Source: an optimization exercise on an open RTL-to-GDS flow (aim: small area and a short achievable clock period). Production flows keep margins and buffers that such runs may drop. The RTL was checked by simulation tests, not by an equivalence proof against the original design. Power is estimated from default activity; no workload was simulated.

before:
// alu_top
module alu_top (
    input  logic                       clk,
    input  logic                       reset,
    input  logic                       enable,
    input  logic [2+4-1:0] op,
    input  logic [32-1:0]      opA,
    input  logic [32-1:0]      opB,
    input  logic                       cIn,
    output logic [32-1:0]      result,
    output logic [6-1:0] flags,
    output logic                       outValid
);
Size: about 1700 cells after synthesis, about 0.010 mm^2 of cells after synthesis.
export LEC_CHECK = 0
export ABC_AREA = 1
export CAP_MARGIN = 20
export CORE_MARGIN = 2
export CORE_UTILIZATION = 40
export SETUP_SLACK_MARGIN = 4
export SLEW_MARGIN = 20
create_clock -name core_clock -period 10.5 [get_ports {clk}]
standard.sh (not shown) runs the stock make flow with config.mk's settings and CLKGATE_MAP_FILE= SYNTH_SCRIPT=/design/flow/synth_recipe.tcl, a recipe that flattens the netlist after the stock synthesis.
==> flow/flow/run.sh <==
#!/bin/bash
# The standard layout, with plain buffers (instead of the slow delay-cell
# default) as the input and output port buffers.
set -euo pipefail
export BUFFER_PORTS_ARGS="-buffer_cell sky130_fd_sc_hd__buf_2"
bash standard.sh finish > standard_flow.log 2>&1
Modified inputs, after compared to before
--- a/flow/design.v
+++ b/flow/design.v
@@ -162,27 +162,17 @@
     assign sum   = p ^ carry[31:0];
     assign cout  = carry[32];
     logic addCarry, addOvf;
     assign addCarry = (fn[3:2] == 2'b00) & (cout ^ fn[0]);
     assign addOvf   = ((fn[3:2] == 2'b00) | (fn == 4'd5))
                     & (x[31] == y[31]) & (sum[31] != x[31]);
-    logic ltu, lts, lt, pickA;
-    logic [31:0] minMax, arithRes;
-    assign ltu    = ~cout;
-    assign lts    = ltu ^ opA[31] ^ opB[31];
-    assign lt     = fn[0] ? ltu : lts;
-    assign pickA  = lt ^ fn[1];
-    assign minMax = pickA ? opA : opB;
-    always_comb begin
-        if (fn[3])
-            arithRes = minMax;
-        else if (fn[2] & fn[1])
-            arithRes = {31'd0, lt};
-        else
-            arithRes = sum;
-    end
+    logic ltFlip, pickFlip, lt, pickA;
+    assign ltFlip   = ~fn[0] & (opA[31] ^ opB[31]);
+    assign pickFlip = ltFlip ^ fn[1];
+    assign lt       = ~(cout ^ ltFlip);
+    assign pickA    = ~(cout ^ pickFlip);
     logic [31:0] logicRes;
     assign logicRes = ({32{selP}} & p) | ({32{selG}} & g);
     logic        left, revIn, isRot, fill;
     logic [4:0]  r;
     logic [31:0] rev, xin, rot, shiftRes, bswap;
     assign left  = (fn == 4'd0) | (fn == 4'd3);
@@ -292,20 +282,27 @@
             4'd5, 4'd6: bitsRes = {26'd0, tz};
             4'd7:       bitsRes = {26'd0, pc};
             4'd9:       bitsRes = bswap;
             default:    bitsRes = shiftRes;
         endcase
     end
-    logic [31:0] value;
-    logic        known, selArith, selBits, load;
+    logic [31:0] early, value;
+    logic        known, selArith, selSum, selSlt, selMM, selMinA, selMinB, selBits, load;
     assign selArith = isArith & ~reset;
+    assign selSum   = selArith & ((fn[3:2] == 2'b00) | (fn[3:1] == 3'b010));
+    assign selSlt   = selArith & (fn[3:1] == 3'b011);
+    assign selMM    = selArith & fn[3];
+    assign selMinA  = pickA ? selMM : 1'b0;
+    assign selMinB  = pickA ? 1'b0 : selMM;
     assign selBits  = isBits & ~reset;
     assign known    = (isArith | isLogic | isBits) & ~reset;
-    assign value    = ({32{selArith}} & arithRes)
+    assign early    = ({32{selSum}} & sum)
                     | ({32{~reset}} & logicRes)
                     | ({32{selBits}}  & bitsRes);
+    assign value    = early | ({32{selMinA}} & opA) | ({32{selMinB}} & opB)
+                    | {31'd0, selSlt & lt};
     assign load     = enable | reset;
     logic carryQ, ovfQ, knownQ;
     always_ff @(posedge clk) begin
         outValid <= enable & ~reset;
         if (load) begin
             result <= value;
Results
- after: worst hold slack higher than before
- Compared to before, after has number of buffers and inverters on the critical path 2 higher.
- Routed wire length: higher on before
- Diff before -> after | number of placement rows | down slightly
- The run showing the smaller number of placed instances, taps included is after.
- Per the comparison of after with before, die area fell by about 3.5%, cell area after placement down 230 um^2.
- Worst-case setup margin in the final layout, after and before: lower on after
- Post-CTS clock slew at the launch and capture registers of the worst setup and hold paths: before vs after, no meaningful difference
- Delta (after minus before): sequential share of cell area increased 0.24 points; via count of the first global-routing pass rose 348; biggest fanout along the worst timing path decreased by 22 relative to the old numbers; overall power lost about 4.6%.

========
## old
RTL: one of the versions met above, not the one the previous note started from.
Size: about 1,900 cells after synthesis, roughly 36 flip-flops, roughly 10,000 µm² of cells after synthesis.
clock: 10.5 ns
lec_check: 0
abc_area: 1
cap_margin: 20
core_margin: 2
core_utilization: 40
setup_slack_margin: 5
slew_margin: 20
==> flow/flow/run.sh <==
#!/bin/bash
# The standard layout, with two changes: no full/half adder cells
# (ADDER_MAP_FILE left empty, so ABC maps the adder logic itself), and plain
# buffers (instead of the slow delay-cell default) buffer the ports.
set -euo pipefail
export BUFFER_PORTS_ARGS="-buffer_cell sky130_fd_sc_hd__buf_2"
bash standard.sh ADDER_MAP_FILE= finish > standard_flow.log 2>&1
Every stage of the flow completed for old, and the final layout passed the timing, DRC and antenna checks.
Input changes introduced in new (baseline for comparison: old):
--- a/flow/design.v
+++ b/flow/design.v
@@ -109,38 +109,24 @@
     logic [3:0] fn;
     assign unit = op[5:4];
     assign fn   = op[3:0];
     logic isArith, isLogic, isBits;
     assign isArith = (unit == 2'b01) && (fn < 4'd12);
     assign isLogic = (unit == 2'b10) && (fn < 4'd10);
     assign isBits  = (unit == 2'b11) && (fn < 4'd10);
-    logic        isCmp, useB, invY, invX, addC, selP, selG;
+    logic        useB, invY, invX, addC, selP, selG;
     logic [31:0] x, y, p, g, sum;
     logic        cout;
-    assign isCmp = fn[3] | (fn[2] & fn[1]);
-    always_comb begin
-        if (unit[1]) begin
-            useB = (fn != 4'd9);
-            invY = (fn >= 4'd3);
-            invX = (fn == 4'd3) | (fn == 4'd4);
-        end else begin
-            useB = (fn[3:1] == 3'b000) | isCmp;
-            invY = (fn == 4'd1) | (fn == 4'd3) | isCmp;
-            invX = (fn == 4'd4) | ((fn == 4'd5) & opA[31]);
-        end
-    end
-    always_comb begin
-        case (fn)
-            4'd0:    addC = cIn;
-            4'd1:    addC = ~cIn;
-            4'd3:    addC = 1'b0;
-            4'd5:    addC = opA[31];
-            default: addC = 1'b1;
-        endcase
-    end
+    assign useB = unit[1] ? ~(fn[3] & fn[0]) : (fn[3] | ~(fn[2] ^ fn[1]));
+    assign invY = unit[1] ? (fn[3] | fn[2] | (fn[1] & fn[0]))
+                          : (fn[3] | (fn[2] & fn[1]) | (~fn[2] & fn[0]));
+    assign invX = unit[1] ? (~fn[3] & (fn[2] ? (~fn[1] & ~fn[0]) : (fn[1] & fn[0])))
+                          : (~fn[3] & fn[2] & ~fn[1] & (~fn[0] | opA[31]));
+    assign addC = fn[3] | (fn[2] ? (fn[1] | ~fn[0] | opA[31])
+                                 : (fn[1] ? ~fn[0] : (cIn ^ fn[0])));
     assign selP = isLogic & (fn != 4'd0) & (fn != 4'd4) & (fn != 4'd6);
     assign selG = isLogic & ((fn == 4'd0) | (fn == 4'd1) | (fn == 4'd3) | (fn == 4'd4)
                            | (fn == 4'd6) | (fn == 4'd7));
     assign x = opA ^ {32{invX}};
     assign y = (opB & {32{useB}}) ^ {32{invY}};
     assign p = x ^ y;
     assign g = x & y;
Notes after the runs:
[compare] base=old new=new: synthesized area per cell fell by about 1.3%, count of multi-input combinational gates rose by about 0.56%, sequential share of layout area rose by 0.45 points, area growth from synthesis to final layout fell by 6.2 points.
Delta (new minus old): utilization of the core after routing -2.6 points; number of vias per cell after detailed routing -about 2.4%; final weighted congestion in routability-driven placement -about 6.5%; setup slack +0.092 ns.
Uppermost layer routed: met4 -> new, met5 -> old

==> what the ideal ports hide <==
Ports are ideal in the flow. The routed layouts listed here were re-timed in OpenROAD.
Step 1, drivers: a clkbuf_16 drives clk and a buf_2 each remaining input, both assumed.
Step 2 also shifts input and output timing later by t, the mid clock arrival at the registers, as if the neighbouring blocks saw the same clock.
a / b / c = ideal ports / drivers / drivers and shift; a / b = the first two.
run | t (ns) | slack for setup (ns) | hold WS [ns] | worst slew at a driven data input, ns | cell pins on the clock port's net
before | 0.329 | 4.108 / 4.085 / 3.756 | 2.029 / 2.009 / 2.337 | 0.06 | 1
after | 0.330 | 4.017 / 4.032 / 3.702 | 2.039 / 2.020 / 2.350 | 0.04 | 1
old | 0.323 | 5.017 / 5.011 / 4.689 | 2.053 / 2.038 / 2.361 | 0.07 | 1
new | 0.322 | 5.109 / 5.125 / 4.804 | 2.055 / 2.043 / 2.365 | 0.04 | 1
After both steps every run listed still meets setup and hold. For before, which loses most, drivers alone change the setup slack by -0.023 ns; drivers and shift together by -0.352 ns.
